Background: an optimization exercise with open tools, aiming at small area, a short achievable clock period and few clock cycles. Do not read the settings as production practice. Power figures rest on the tool's default switching activity, not on a simulated workload.

==> flow/design.v <==
package rfsc_pkg;
	localparam logic [1:0] OP_TICK  = 2'd0;
	localparam logic [1:0] OP_PLAY  = 2'd1;
	localparam logic [1:0] OP_STOP  = 2'd2;
	localparam logic [1:0] OP_WRITE = 2'd3;
	localparam logic [1:0] EV_ACT        = 2'd0;
	localparam logic [1:0] EV_DEACT      = 2'd1;
	localparam logic [1:0] EV_NONE_FOUND = 2'd2;
endpackage
module round_filtered_step_chaser_core (
	input  logic        clk,
	input  logic        arst_n,
	input  logic        cfg_we,
	input  logic [4:0]  cfg_wdata,
	input  logic        s_tvalid,
	output logic        s_tready,
	input  logic [1:0]  s_tuser,
	input  logic [71:0] s_tdata,
	output logic        m_tvalid,
	input  logic        m_tready,
	output logic [1:0]  m_tuser,
	output logic [23:0] m_tdata,
	output logic        m_tlast
);
	localparam logic [14:0] RN_TOP = 15'h7fff;
	logic [15:0] t_dm  [16];   
	logic [14:0] t_lo  [16];
	logic [14:0] t_hi  [16];
	logic [1:0]  t_fl  [16];
	logic [3:0]  last_q;       
	logic        playing_q;
	logic        srch_q;       
	logic        stale_q;      
	logic        rdy_q;        
	logic        fin_q;        
	logic        dq_q;         
	logic [7:0]  cnt_q;        
	logic [16:0] el_q;
	logic        sat_q;        
	logic [17:0] rem_q;        
	logic        dfl_q;        
	logic [3:0]  cp_q;         
	logic [15:0] ch_q;
	logic [14:0] cr_q;
	logic        inc_q;        
	logic [14:0] clo_q;        
	logic [14:0] chi_q;
	logic        cact_q;
	logic [15:0] cdm_q;
	logic        cdfl_q;
	logic        ov_q;         
	logic [1:0]  ok_q;
	logic [3:0]  os_q;
	logic [14:0] or_q;
	logic        ol_q;
	logic        pv_q;         
	logic [3:0]  ps_q;         
	logic        def_q;        
	logic        da_q;         
	logic        dd_q;         
	logic        dst_q;        
	logic        accept;
	logic        op_tick, op_play, op_stop, op_write;
	assign s_tready = rdy_q && (!ov_q || m_tready);
	assign accept   = s_tvalid && s_tready;
	assign op_tick  = accept && (s_tuser == rfsc_pkg::OP_TICK);
	assign op_play  = accept && (s_tuser == rfsc_pkg::OP_PLAY);
	assign op_stop  = accept && (s_tuser == rfsc_pkg::OP_STOP);
	assign op_write = accept && (s_tuser == rfsc_pkg::OP_WRITE);
	logic [3:0]  w_idx;
	logic [15:0] w_dur, w_min, w_ex, w_max;
	logic [15:0] w_dm;
	logic [14:0] lo_m, hi_m, w_lo, w_hi;
	logic        ex_on, never;
	assign w_idx = s_tdata[3:0];
	assign w_dur = s_tdata[19:4];
	assign w_min = s_tdata[35:20];
	assign w_ex  = s_tdata[51:36];
	assign w_max = s_tdata[67:52];
	assign w_dm  = w_dur - 16'd1;
	assign lo_m  = w_min[15] ? 15'd0 : w_min[14:0];
	assign hi_m  = w_max[15] ? RN_TOP : w_max[14:0];
	assign ex_on = !w_ex[15];
	assign never = (w_max[15] && (w_max != 16'hffff)) || (w_ex[15] && (w_ex != 16'hffff)) ||
		(ex_on && ((w_ex[14:0] < lo_m) || (w_ex[14:0] > hi_m)));
	assign w_lo  = ex_on ? w_ex[14:0] : lo_m;
	assign w_hi  = never ? 15'd0 : (ex_on ? w_ex[14:0] : hi_m);
	always_ff @(posedge clk) begin
		for (int i = 0; i < 16; i++) begin
			if (op_write && (w_idx == 4'(i))) begin
				t_dm[i] <= w_dm;
				t_lo[i] <= w_lo;
				t_hi[i] <= w_hi;
				t_fl[i] <= s_tdata[69:68];
			end
		end
	end
	logic        hit;
	logic        wrap;
	logic [3:0]  np;
	logic [15:0] nh;           
	logic [14:0] nr;
	logic [3:0]  cur;          
	logic [14:0] rn;           
	assign hit  = (cr_q >= clo_q) && (cr_q <= chi_q);
	assign wrap = cp_q == last_q;     
	assign np   = wrap ? 4'd0 : cp_q + 4'd1;
	assign nh   = wrap ? 16'd1 : {ch_q[14:0], 1'b0};
	assign nr   = (wrap && (cr_q != RN_TOP)) ? cr_q + 15'd1 : cr_q;
	assign cur  = (cp_q == 4'd0) ? last_q : cp_q - 4'd1;
	assign rn   = inc_q ? cr_q - 15'd1 : cr_q;
	logic [14:0] n_lo, n_hi;
	logic        n_act;
	logic [15:0] n_dm;
	logic        n_dfl;
	always_comb begin
		n_lo  = '0;
		n_hi  = '0;
		n_act = 1'b0;
		n_dm  = '0;
		n_dfl = 1'b0;
		for (int i = 0; i < 16; i++) begin
			n_lo  = n_lo  | (t_lo[i] & {15{nh[i]}});
			n_hi  = n_hi  | (t_hi[i] & {15{nh[i]}});
			n_act = n_act | (t_fl[i][0] & nh[i]);
			n_dm  = n_dm  | (t_dm[i] & {16{nh[i]}});
			n_dfl = n_dfl | (t_fl[i][1] & nh[i]);
		end
	end
	logic        adv;
	logic        sat;
	logic        try_c;        
	logic        nf;           
	logic        to_first;     
	logic [16:0] el_adv;
	logic [17:0] rem_adv;
	logic [17:0] cdm_x;        
	assign sat      = sat_q;
	assign adv      = rem_q[17];
	assign el_adv   = ~rem_q[16:0] + {16'd0, !sat};
	assign cdm_x    = {{2{cdm_q == 16'hffff}}, cdm_q};
	function automatic logic [17:0] add_cs(input logic [17:0] a, input logic [17:0] b, input logic ci);
		logic [9:0] lo;
		logic [8:0] h0, h1;
		lo = {1'b0, a[8:0]} + {1'b0, b[8:0]} + {9'd0, ci};
		h0 = a[17:9] + b[17:9];
		h1 = a[17:9] + b[17:9] + 9'd1;
		add_cs = {lo[9] ? h1 : h0, lo[8:0]};
	endfunction
	logic [17:0] rem_srch, rem_stale;
	assign rem_adv   = add_cs(cdm_x, rem_q, sat);               
	assign rem_srch  = add_cs(cdm_x, ~{1'b0, el_q}, 1'b1);      
	assign rem_stale = add_cs(rem_q, ~{1'b0, el_q}, 1'b0);      
	assign try_c    = (srch_q && !fin_q) || (op_tick && playing_q && adv) || (op_play && !playing_q);
	assign nf       = srch_q && !fin_q && !hit && (cnt_q == 8'h80);
	logic deact_ev;
	logic [3:0] old;
	logic room, st_def, tr_def;
	logic blk;                 
	assign blk      = srch_q ? !room : pv_q;
	assign tr_def   = try_c && hit && blk && (cact_q || deact_ev);
	assign room     = !ov_q || m_tready;
	assign st_def   = op_stop && playing_q && dfl_q && pv_q;
	assign to_first = (op_stop && playing_q && !st_def) || fin_q || (def_q && dst_q && room);
	assign deact_ev = srch_q ? dq_q : (op_tick && dfl_q);
	assign old      = srch_q ? ps_q : cur;
	always_ff @(posedge clk or negedge arst_n) begin
		if (!arst_n) begin
			last_q    <= 4'd0;
			playing_q <= 1'b0;
			srch_q    <= 1'b0;
			fin_q     <= 1'b0;
			rdy_q     <= 1'b1;
			def_q     <= 1'b0;
			stale_q   <= 1'b0;
			cp_q      <= 4'd0;
			ch_q      <= 16'd1;
			cr_q      <= 15'd1;
			ov_q      <= 1'b0;
			pv_q      <= 1'b0;
		end else begin
			if (cfg_we) begin
				if (cfg_wdata == 5'd0) last_q <= 4'd0;
				else if (cfg_wdata > 5'd16) last_q <= 4'd15;
				else last_q <= 4'(cfg_wdata - 5'd1);
			end
			if (ov_q && m_tready) begin
				ov_q <= pv_q;
				pv_q <= 1'b0;
			end
			if (op_play && !playing_q) playing_q <= 1'b1;
			if (op_stop && playing_q) begin
				playing_q <= 1'b0;
				if (dfl_q && !pv_q) ov_q <= 1'b1;
			end
			if (try_c) begin
				srch_q <= !hit;
				fin_q  <= nf;
				if (hit && !blk) begin
					if (cact_q || deact_ev) ov_q <= 1'b1;
					pv_q <= cact_q && deact_ev;
				end else if (nf) begin
					playing_q <= 1'b0;
				end
			end
			stale_q <= op_write && (w_idx == cur) && playing_q;
			rdy_q   <= !(op_write && (w_idx == cur) && playing_q) &&
				!(try_c ? !hit : (srch_q && !fin_q)) && !st_def && !tr_def && !(def_q && !room);
			if (st_def || tr_def) begin
				def_q <= 1'b1;
				da_q  <= tr_def && cact_q;
				dd_q  <= tr_def && deact_ev;
				dst_q <= st_def;
			end else if (def_q && room) begin
				def_q <= 1'b0;
				ov_q  <= 1'b1;
				pv_q  <= da_q && dd_q;
			end
			if (fin_q) begin
				ov_q   <= 1'b1;
				srch_q <= 1'b0;
				fin_q  <= 1'b0;
			end
			if (to_first) begin
				cp_q <= 4'd0;
				ch_q <= 16'd1;
				cr_q <= 15'd1;
			end else if (try_c) begin
				cp_q <= np;
				ch_q <= nh;
				cr_q <= nr;
			end
		end
	end
	always_ff @(posedge clk) begin
		if (op_tick && playing_q) begin
			if (adv) begin
				el_q  <= el_adv;
				sat_q <= sat ? (rem_q[16:0] == 17'd0) : (rem_q[16:0] == 17'd1);
				rem_q <= rem_adv;
			end else begin
				el_q  <= el_q + 17'd1;
				sat_q <= el_q == 17'h1fffe;
				rem_q <= rem_q - 18'd1;
			end
		end
		if (op_play && !playing_q) begin
			el_q  <= 17'd0;
			sat_q <= 1'b0;
			rem_q <= cdm_x;
		end
		if (srch_q) rem_q <= rem_srch;
		if (stale_q) rem_q <= rem_stale;
		if (op_write && (w_idx == cur)) begin
			rem_q <= {2'b00, w_dur};
			dfl_q <= s_tdata[69];
		end
		if (to_first) begin
			clo_q  <= t_lo[0];
			chi_q  <= t_hi[0];
			cact_q <= t_fl[0][0];
			cdm_q  <= t_dm[0];
			cdfl_q <= t_fl[0][1];
		end else if (try_c) begin
			clo_q  <= n_lo;
			chi_q  <= n_hi;
			cact_q <= n_act;
			cdm_q  <= n_dm;
			cdfl_q <= n_dfl;
			inc_q  <= wrap && (cr_q != RN_TOP);
		end else if (op_write && (w_idx == cp_q)) begin
			clo_q  <= w_lo;
			chi_q  <= w_hi;
			cact_q <= s_tdata[68];
			cdm_q  <= w_dm;
			cdfl_q <= s_tdata[69];
		end
		if (ov_q && m_tready) begin
			ok_q <= rfsc_pkg::EV_DEACT;
			os_q <= ps_q;
			ol_q <= 1'b1;
		end
		if (fin_q) begin
			ok_q <= rfsc_pkg::EV_NONE_FOUND;
			os_q <= cur;
			or_q <= rn;
			ol_q <= 1'b1;
		end
		if (def_q && room) begin
			ok_q <= da_q ? rfsc_pkg::EV_ACT : rfsc_pkg::EV_DEACT;
			os_q <= da_q ? cur : (dst_q ? cur : ps_q);
			or_q <= rn;
			ol_q <= !(da_q && dd_q);
		end
		if (op_stop && playing_q && !pv_q) begin
			ok_q <= rfsc_pkg::EV_DEACT;
			os_q <= cur;
			or_q <= rn;
			ol_q <= 1'b1;
		end
		if (try_c) begin
			if (!srch_q) begin
				dq_q   <= op_tick && dfl_q;
				ps_q   <= cur;
				cnt_q  <= 8'h01;
			end else begin
				cnt_q  <= {cnt_q[6:0], cnt_q[7] ^ cnt_q[5] ^ cnt_q[4] ^ cnt_q[3]};
			end
			if (!blk) begin
				ok_q <= cact_q ? rfsc_pkg::EV_ACT : rfsc_pkg::EV_DEACT;
				os_q <= cact_q ? cp_q : old;
				or_q <= cr_q;
				ol_q <= !(cact_q && deact_ev);
			end
			dfl_q <= cdfl_q;
		end
	end
	assign m_tvalid = ov_q;
	assign m_tuser  = ok_q;
	assign m_tdata  = {5'd0, or_q, os_q};
	assign m_tlast  = ol_q;
endmodule
make LEC_CHECK=0 CAP_MARGIN=20 CORE_MARGIN=2 CORE_UTILIZATION=40 CTS_CLUSTER_DIAMETER=100 CTS_CLUSTER_SIZE=24 SETUP_SLACK_MARGIN=2.1 SLEW_MARGIN=20 finish   # period 5.0 ns
run.sh (not shown) runs the stock make flow with config.mk's settings and CLKGATE_MAP_FILE= SYNTH_SCRIPT=/design/flow/synth_recipe.tcl, a recipe that flattens the netlist after the stock synthesis.
The first run finished clean.
Rerun with:
--- a/flow/design.v
+++ b/flow/design.v
@@ -140,16 +140,10 @@
 	assign el_adv   = ~rem_q[16:0] + {16'd0, !sat};
 	assign cdm_x    = {{2{cdm_q == 16'hffff}}, cdm_q};
-	function automatic logic [17:0] add_cs(input logic [17:0] a, input logic [17:0] b, input logic ci);
-		logic [9:0] lo;
-		logic [8:0] h0, h1;
-		lo = {1'b0, a[8:0]} + {1'b0, b[8:0]} + {9'd0, ci};
-		h0 = a[17:9] + b[17:9];
-		h1 = a[17:9] + b[17:9] + 9'd1;
-		add_cs = {lo[9] ? h1 : h0, lo[8:0]};
-	endfunction
-	logic [17:0] rem_srch, rem_stale;
-	assign rem_adv   = add_cs(cdm_x, rem_q, sat);               
-	assign rem_srch  = add_cs(cdm_x, ~{1'b0, el_q}, 1'b1);      
-	assign rem_stale = add_cs(rem_q, ~{1'b0, el_q}, 1'b0);      
+	logic [9:0]  ra_lo;
+	logic [8:0]  ra_h0, ra_h1;
+	assign ra_lo    = {1'b0, cdm_x[8:0]} + {1'b0, rem_q[8:0]} + {9'd0, sat};
+	assign ra_h0    = cdm_x[17:9] + rem_q[17:9];
+	assign ra_h1    = cdm_x[17:9] + rem_q[17:9] + 9'd1;
+	assign rem_adv  = {ra_lo[9] ? ra_h1 : ra_h0, ra_lo[8:0]};
 	assign try_c    = (srch_q && !fin_q) || (op_tick && playing_q && adv) || (op_play && !playing_q);
 	assign nf       = srch_q && !fin_q && !hit && (cnt_q == 8'h80);
@@ -250,6 +244,5 @@
 			rem_q <= cdm_x;
 		end
-		if (srch_q) rem_q <= rem_srch;
-		if (stale_q) rem_q <= rem_stale;
+		if (srch_q || stale_q) rem_q <= (stale_q ? rem_q : cdm_x) + ~{1'b0, el_q} + {17'd0, !stale_q};
 		if (op_write && (w_idx == cur)) begin
 			rem_q <= {2'b00, w_dur};
Outcome: Worst setup slack degrades by 40 ps; design area falls slightly; first-iteration DRC count rises by a few percent; cell count falls by a few percent; power falls by a few percent; global-route usage falls by 0.68 points.
Function was not checked in any run of this note: the RTL went through the layout flow alone.

separate check: timing with driven ports:
Ports are ideal in the flow. The routed layouts listed here were re-timed in OpenROAD. Step 1: set_driving_cell puts a clkbuf_16 on clk and a buf_2 on each other input, an assumption about the parent block. Step 2 times the ports against the registers' clock, not the clock port: input delays grow and output delays shrink by t, the midpoint of the rising clock arrivals with the driver on. a / b / c = ideal / step 1 / step 2; a / b = the first two.
run	t (ns)	setup slack, ns	hold WS [ns]	cell pins on the clock port's net
the first run	0.718	1.968 / 1.968 / 1.372	0.484 / 0.434 / 0.490	1
the second run	0.684	1.928 / 1.948 / 1.264	0.467 / 0.427 / 0.535	1
After both steps every run listed still meets setup and hold. For the second run, which loses most, drivers alone change the setup slack by +0.020 ns; drivers and shift together by -0.664 ns.
